From an optimization exercise on the open Yosys and OpenROAD flow, aimed at small area and a short achievable clock period; shortcuts taken in it are not production practice. The RTL was checked by simulation tests, not by an equivalence proof against the original design. Power is estimated from default activity; no workload was simulated.

==> flow/design.v <==
`default_nettype none
package router_port_pkg;
  typedef logic [4-1:0] port_id_t;
  typedef logic [16-1:0] port_mask_t;
  typedef struct packed {
    logic data;
    logic valid_n;
    logic frame_n;
  } out_lane_t;
endpackage
`default_nettype wire
`default_nettype none
package router_ctrl_pkg;
  typedef enum logic [2:0] {idle, addr, pad, request, connected} slice_state_t;
  typedef struct packed {
    logic active;
    logic [4-1:0] dest;
  } slice_req_t;
  typedef struct packed {
    logic valid;
    logic [4-1:0] src;
  } owner_t;
endpackage
`default_nettype wire
`default_nettype none
module router (
  input  logic        clock,
  input  logic        reset,
  input  logic [15:0] frame_n,
  input  logic [15:0] valid_n,
  input  logic [15:0] din,
  output logic [15:0] busy_n,
  output logic [15:0] dout,
  output logic [15:0] valido_n,
  output logic [15:0] frameo_n
);
  localparam logic [2:0] S_IDLE = 3'd0, S_PAD = 3'd4, S_REQ = 3'd5,
                         S_REQG = 3'd6, S_CONN = 3'd7;
  logic [2:0]  st   [16];
  logic [3:0]  dest [16];
  logic [15:0] post;             
  logic [15:0] l_d, l_v, l_f;    
  logic [3:0]  last [16];        
  logic [15:0] won;
  logic [15:0] req  [16];        
  logic [15:0] own;              
  always_comb begin
    for (int o = 0; o < 16; o++) begin
      own[o] = 1'b0;
      for (int i = 0; i < 16; i++) begin
        req[o][i] = (st[i] == S_REQ) && (dest[i] == 4'(o));
        own[o] = own[o] | (((st[i] == S_REQG) || (st[i] == S_CONN) || post[i]) && (dest[i] == 4'(o)));
      end
    end
  end
  logic [3:0]  win_idx [16];
  logic [15:0] win_any;
  always_comb begin
    won = '0;
    for (int o = 0; o < 16; o++) begin
      logic [31:0] x;
      logic [4:0]  ix;
      x = {req[o], req[o] & (16'hfffe << last[o])};
      ix = '0;
      for (int j = 31; j >= 0; j--) if (x[j]) ix = 5'(j);
      win_idx[o] = ix[3:0];
      win_any[o] = (|req[o]) & !own[o];
      for (int j = 0; j < 16; j++)
        if (win_any[o] && (win_idx[o] == 4'(j))) won[j] = 1'b1;
    end
  end
  always_ff @(posedge clock) begin
    for (int i = 0; i < 16; i++) begin
      if (!reset) begin
        st[i] <= S_IDLE;
        post[i] <= 1'b0;
      end else begin
        post[i] <= (st[i] == S_CONN) && frame_n[i];
        case (st[i])
          S_IDLE:  if (!frame_n[i]) st[i] <= 3'd1;
          S_REQ:   if (won[i]) st[i] <= S_REQG;
          S_CONN:  if (frame_n[i]) st[i] <= S_IDLE;
          default: st[i] <= st[i] + 3'd1;
        endcase
      end
      if ((st[i] == S_IDLE && !frame_n[i]) || (st[i] != S_IDLE && st[i] < S_PAD))
        dest[i] <= {din[i], dest[i][3:1]};
      l_d[i] <= din[i];
      l_v[i] <= valid_n[i] | (st[i] != S_CONN);
      l_f[i] <= frame_n[i] | (st[i] != S_CONN);
    end
  end
  always_ff @(posedge clock) begin
    for (int o = 0; o < 16; o++) begin
      if (!reset) begin
        last[o]     <= 4'd15;
        dout[o]     <= 1'b0;
        valido_n[o] <= 1'b1;
        frameo_n[o] <= 1'b1;
      end else begin
        if (win_any[o]) last[o] <= win_idx[o];
        dout[o]     <= own[o] & l_d[last[o]];
        valido_n[o] <= ~own[o] | l_v[last[o]];
        frameo_n[o] <= ~own[o] | l_f[last[o]];
      end
    end
  end
  always_comb begin
    for (int i = 0; i < 16; i++) busy_n[i] = !((st[i] == S_REQ) || (st[i] == S_REQG));
  end
endmodule
`default_nettype wire
==> flow/run.sh <==
#!/bin/bash
# synth_recipe.tcl (not shown) runs the flow's synth.tcl, then flattens the netlist and writes it again
# the make line also repeats each setting of config.mk as NAME=value (left out here)
make -C /OpenROAD-flow-scripts/flow DESIGN_CONFIG=/design/flow/config.mk WORK_HOME=/design/flow/orfs CLKGATE_MAP_FILE= SYNTH_SCRIPT=/design/flow/synth_recipe.tcl finish
==> flow/config.mk <==
export PLATFORM = sky130hd
export DESIGN_NAME = router
export DESIGN_NICKNAME = router
export VERILOG_FILES = /design/flow/design.v
export SDC_FILE = /design/flow/constraint.sdc
export NUM_CORES = 4
export LEC_CHECK = 0
export CAP_MARGIN = 20
export CELL_PAD_IN_SITES_DETAIL_PLACEMENT = 2
export CELL_PAD_IN_SITES_GLOBAL_PLACEMENT = 4
export CORE_MARGIN = 2
export CORE_UTILIZATION = 30
export PLACE_DENSITY = 0.45
export SLEW_MARGIN = 20
==> flow/constraint.sdc <==
create_clock -name core_clock -period 11.5 [get_ports {clock}]
set_input_delay 2.3000 -clock core_clock [delete_from_list [all_inputs] [get_ports {clock}]]
set_output_delay 2.3000 -clock core_clock [all_outputs]
set_load 0.01 [all_outputs]
==> results list <==
- Hold-fix buffers, CTS: 0
* Total Wirelength: 323 mm
- Fill cells in the final layout number 14000.
- Routability-driven placement finished with a final weighted congestion of 1.13.
* Number of synthesized flops with an enable pin: 64
- For the final database, setup skew stands at 30.8 ps.
- The detailed router used layers up to and including met5.
- Layout net count: 4699
* Largest vdd supply drop: 141 uV
- Number of standard cells in the layout, taps in and fillers out: 6261
- Summed over its instances, the top area cell type makes up 14.4% of the synthesized netlist area.
* Placed wire-length estimate after detailed placement: 251 mm
* Worst slew slack as a fraction of its limit: 5.79%
- Mapped Avg Cell Area: 8.03 um2
- From left edge to right edge, the die measures 356 um.
* Combined area of the multi-input logic cells: 28700 um2
- Vertical die dimension: 356 um
- Yosys top cell by area: sky130_fd_sc_hd__mux4_2
* Run status: no timing/DRC/antenna violations
* Total of cells resized after clock tree synthesis: 0
* Fmax achieved: 144 MHz
- TritonCTS built the clock tree.
* Wire length per cell after detailed routing: 51.6 um
- The detailed router put a total of 123 mm of wire on met1.
- Drt first pass iters: 5
- Global routing used 49.5% of the available tracks across all layers.
* IO Count: 114
* # placed instances: 6159
- After synthesis, the share of flip-flops with an asynchronous set or reset is 0%.
- Most frequent cell on the critical path: sky130_fd_sc_hd__o221a_2
* CP max FO: 13
* Post-synth top flop: sky130_fd_sc_hd__dfxtp_1
* Cell family with the largest share of critical-path delay: compound AO/OA/AOI/OAI gates
* Tightest Hold Check Type: reg2reg
* Initial standard-cell utilization of the core: 30.1%
* Number of violations of the max-capacitance limit: 0
- Of the cells placed in the final design, the portion with a size suffix greater than 1 is 16.8%.
- Buffer levels on the longest clock path: 3
- The die covers 127000 um2.
* Synth Cell Area: 37200 um2
- The worst setup path is of the reg2reg kind.
- Number of DRC violations after detailed routing: 0
- STA classifies the critical path startpoint as a register.
- For this design the ratio of total power to cell area is 169 nW/um2.
- Number of different library cells in the post-synthesis netlist: 126
* Sinks on the clock net: 288
- Entering global routing, the biggest net connects 52 pins.
- In this run, synthesis produced a sequential element count of 288.
- In the post-synthesis netlist, the cell with the most instances is sky130_fd_sc_hd__nand2_1.
- The final-report max-slew violation count is 0.
- Number of cell rows: 129
* Total grt overflow: 0
* DRC marker count from the first detailed-route iteration: 7943
* Number of antenna violations at the first check in global routing: 56
- The hold violation total from the final report was 0.
- Setup fix buffers added after clock tree synthesis: 0
- Adding up every negative setup slack in the final design gives 0 ps.
- Time the final worst path needs with I/O delays and setup: 6960 ps
- Leak Pwr: 14.2 nW
* Register area: 6410 um2
* Cells along the critical path: inv_1, ha_1, nand4b_1, o22ai_1, nand2_1, o221a_2, a211oi_1, nand3b_1, nor3b_1, a2111oi_0, nand4_1, o21ai_1, a31oi_1, o221a_2
- In the post-synthesis netlist, the biggest area contributors are sky130_fd_sc_hd__mux4_2 (14%), sky130_fd_sc_hd__dfxtp_1 (12%), sky130_fd_sc_hd__edfxtp_1 (5.2%).
- Layout overhead on the synthesized area: 13.4%
- After synthesis, flip-flops and latches occupy 17.2% of the total area.
- During placement, the flow inserted port buffers numbering 113.
- Antenna-violating nets left: 0
* Top cells by instance count after synthesis: sky130_fd_sc_hd__nand2_1 (405), sky130_fd_sc_hd__nor2_1 (306), sky130_fd_sc_hd__clkbuf_1 (285), sky130_fd_sc_hd__mux4_2 (238), sky130_fd_sc_hd__dfxtp_1 (224)
* Setup repair after global routing missed its margin: false
* First-pass GRT wire length: 426 mm
* Via count of the first global-routing pass: 45900
- Required arrival time at the worst endpoint: 12080 ps
* Actual transition at the worst max-transition pin: 1410 ps
* Crit path capture type: register
- Clock latency reported for the late side of the worst-skew pair: 680 ps
- Final setup viols: 0
* Crit share post-route: 60.5%
- Clock-pin slew on the worst setup and hold paths: 70 ps
- Maximum cell stage delay along the critical path: 1160 ps
- The Yosys step of the flow raised 6 warnings.
- The cell sitting at the root of the clock tree is a sky130_fd_sc_hd__clkbuf_16.
- For the worst setup path, the data arrival time is 7530 ps.
* Routed length on met2: 127 mm
- Synthesis handed over a netlist of 4629 instances.
- Via count: 47800
- Met3 wire length: 42.1 mm
* H-tree level count: 2
- CTS buffer count: 43
- Core box area: 123000 um2
- The number of nets in the synthesized netlist is 4759.
* Routed via count divided by cell count: 7.64
* Count of buffer and inverter cells on the critical path: 1
- Cell with the largest stage delay on the worst path: sky130_fd_sc_hd__nand4b_1
==> through the flow <==
step	cell area, um2	utilization (%)	worst slack [ps]	total power, mW	hold WS [ps]
2_1_floorplan	37200	-	7610	3.39	421
3_3_place_gp	40400	32.8	4870	5.21	450
3_5_place_dp	40500	32.8	5010	5.28	460
4_1_cts	42100	34.1	4980	6.84	490
5_1_grt	42100	34.1	4600	7.15	516
6_report	42100	34.2	4540	7.12	485
==> power breakdown <==
part | switching [mW] | internal [mW]
sequential | 0.540 | 1.26
combinational | 2.80 | 0.968
clock | 0.660 | 0.892
total | 4.00 | 3.12
==> layout by cell type, fill, tap and decap left out, types with 64 or more instances in the layout <==
cell type,synthesis,final
sky130_fd_sc_hd__nor4_1,83,78
sky130_fd_sc_hd__ha_1,80,80
sky130_fd_sc_hd__nand2_1,405,404
sky130_fd_sc_hd__nor3_1,140,138
sky130_fd_sc_hd__and3_1,65,65
sky130_fd_sc_hd__buf_4,7,236
sky130_fd_sc_hd__nor2_1,306,304
sky130_fd_sc_hd__nand2b_1,122,122
sky130_fd_sc_hd__nand4_1,86,86
sky130_fd_sc_hd__dfxtp_1,224,224
sky130_fd_sc_hd__o21ai_0,178,177
sky130_fd_sc_hd__or2_2,78,78
sky130_fd_sc_hd__o22ai_1,155,155
sky130_fd_sc_hd__edfxtp_1,64,64
sky130_fd_sc_hd__a21oi_1,163,163
sky130_fd_sc_hd__o211ai_1,122,122
sky130_fd_sc_hd__nor2b_1,73,71
sky130_fd_sc_hd__clkdlybuf4s50_1,0,112
sky130_fd_sc_hd__a211oi_1,118,117
sky130_fd_sc_hd__inv_1,105,104
sky130_fd_sc_hd__mux4_2,238,238
sky130_fd_sc_hd__nand3_1,167,167
sky130_fd_sc_hd__a22oi_1,86,86
==> area by class of cell <==
| type | instances | area share, % |
|---|---|---|
| well taps | 1637 | 4.86 |
| multi-input cells | 3770 | 68.1 |
| clock buffers | 52 | 2.83 |
| repair buffers | 352 | 6.96 |
| inverters | 114 | 1.02 |
| flip-flops and latches | 288 | 15.2 |
| diodes | 20 | 0.119 |
| clock inverters | 28 | 0.935 |
==> path summary, 6_finish.rpt <==
path | from | to | slack (ps) | depth (start not counted)
worst max-delay path | st[4][1] | st[11][1] | 4540 | 14
worst min register to register | last[13][2] | last[13][2] | 490 | 1
worst min-delay path | last[13][2] | last[13][2] | 490 | 1
worst max register to register | st[4][1] | st[11][1] | 4540 | 14
==> logic make-up after synthesis <==
| logic type | count (synthesis) | share of synthesized area, % |
|---|---|---|
| AOI/OAI and AO/OA | 1501 | 29.8 |
| adders and majority gates | 80 | 2.69 |
| buffers and inverters | 571 | 6.26 |
| DFF | 288 | 17.2 |
| muxes | 261 | 15.0 |
| and+or+nand+nor | 1928 | 28.9 |
==> routing by layer <==
layer | global-route usage [%] | vias to the layer above
met4 | 39.3 | 36
met5 | 0 | -
met2 | 67.8 | 3757
met3 | 18.4 | 1036
met1 | 61.8 | 24600
li1 | - | 18400
==> state kept, by name, summed over array words and instances (netlist names) <==
register,cells
dest,64
last,64
st,48
dout,16
frameo_n,16
l_d,16
l_f,16
l_v,16
post,16
valido_n,16

==> what the ideal ports hide <==
No port has a modelled driver above. Below, the same layout with a new extraction and two added sets of constraints.
Step 1 sets driving cells, clkbuf_16 on the clock port and buf_2 on the other inputs (assumed; they add their load-dependent delay and slew).
Step 2 also shifts input and output timing later by t, the mid clock arrival at the registers, as if the neighbouring blocks saw the same clock.
Three values: ideal ports, drivers, drivers and shift; two values: the first two.
t, ns: 0.753
slack for setup (ns): 4.544 / 4.544 / 4.544
latest minus earliest clock arrival (ns): 0.031 / 0.030
worst register clock-pin slew, ns: 0.08 / 0.08
After both steps setup and hold are still met in this run. For this run, drivers alone change the setup slack by 0.000 ns; drivers and shift together by 0.000 ns.
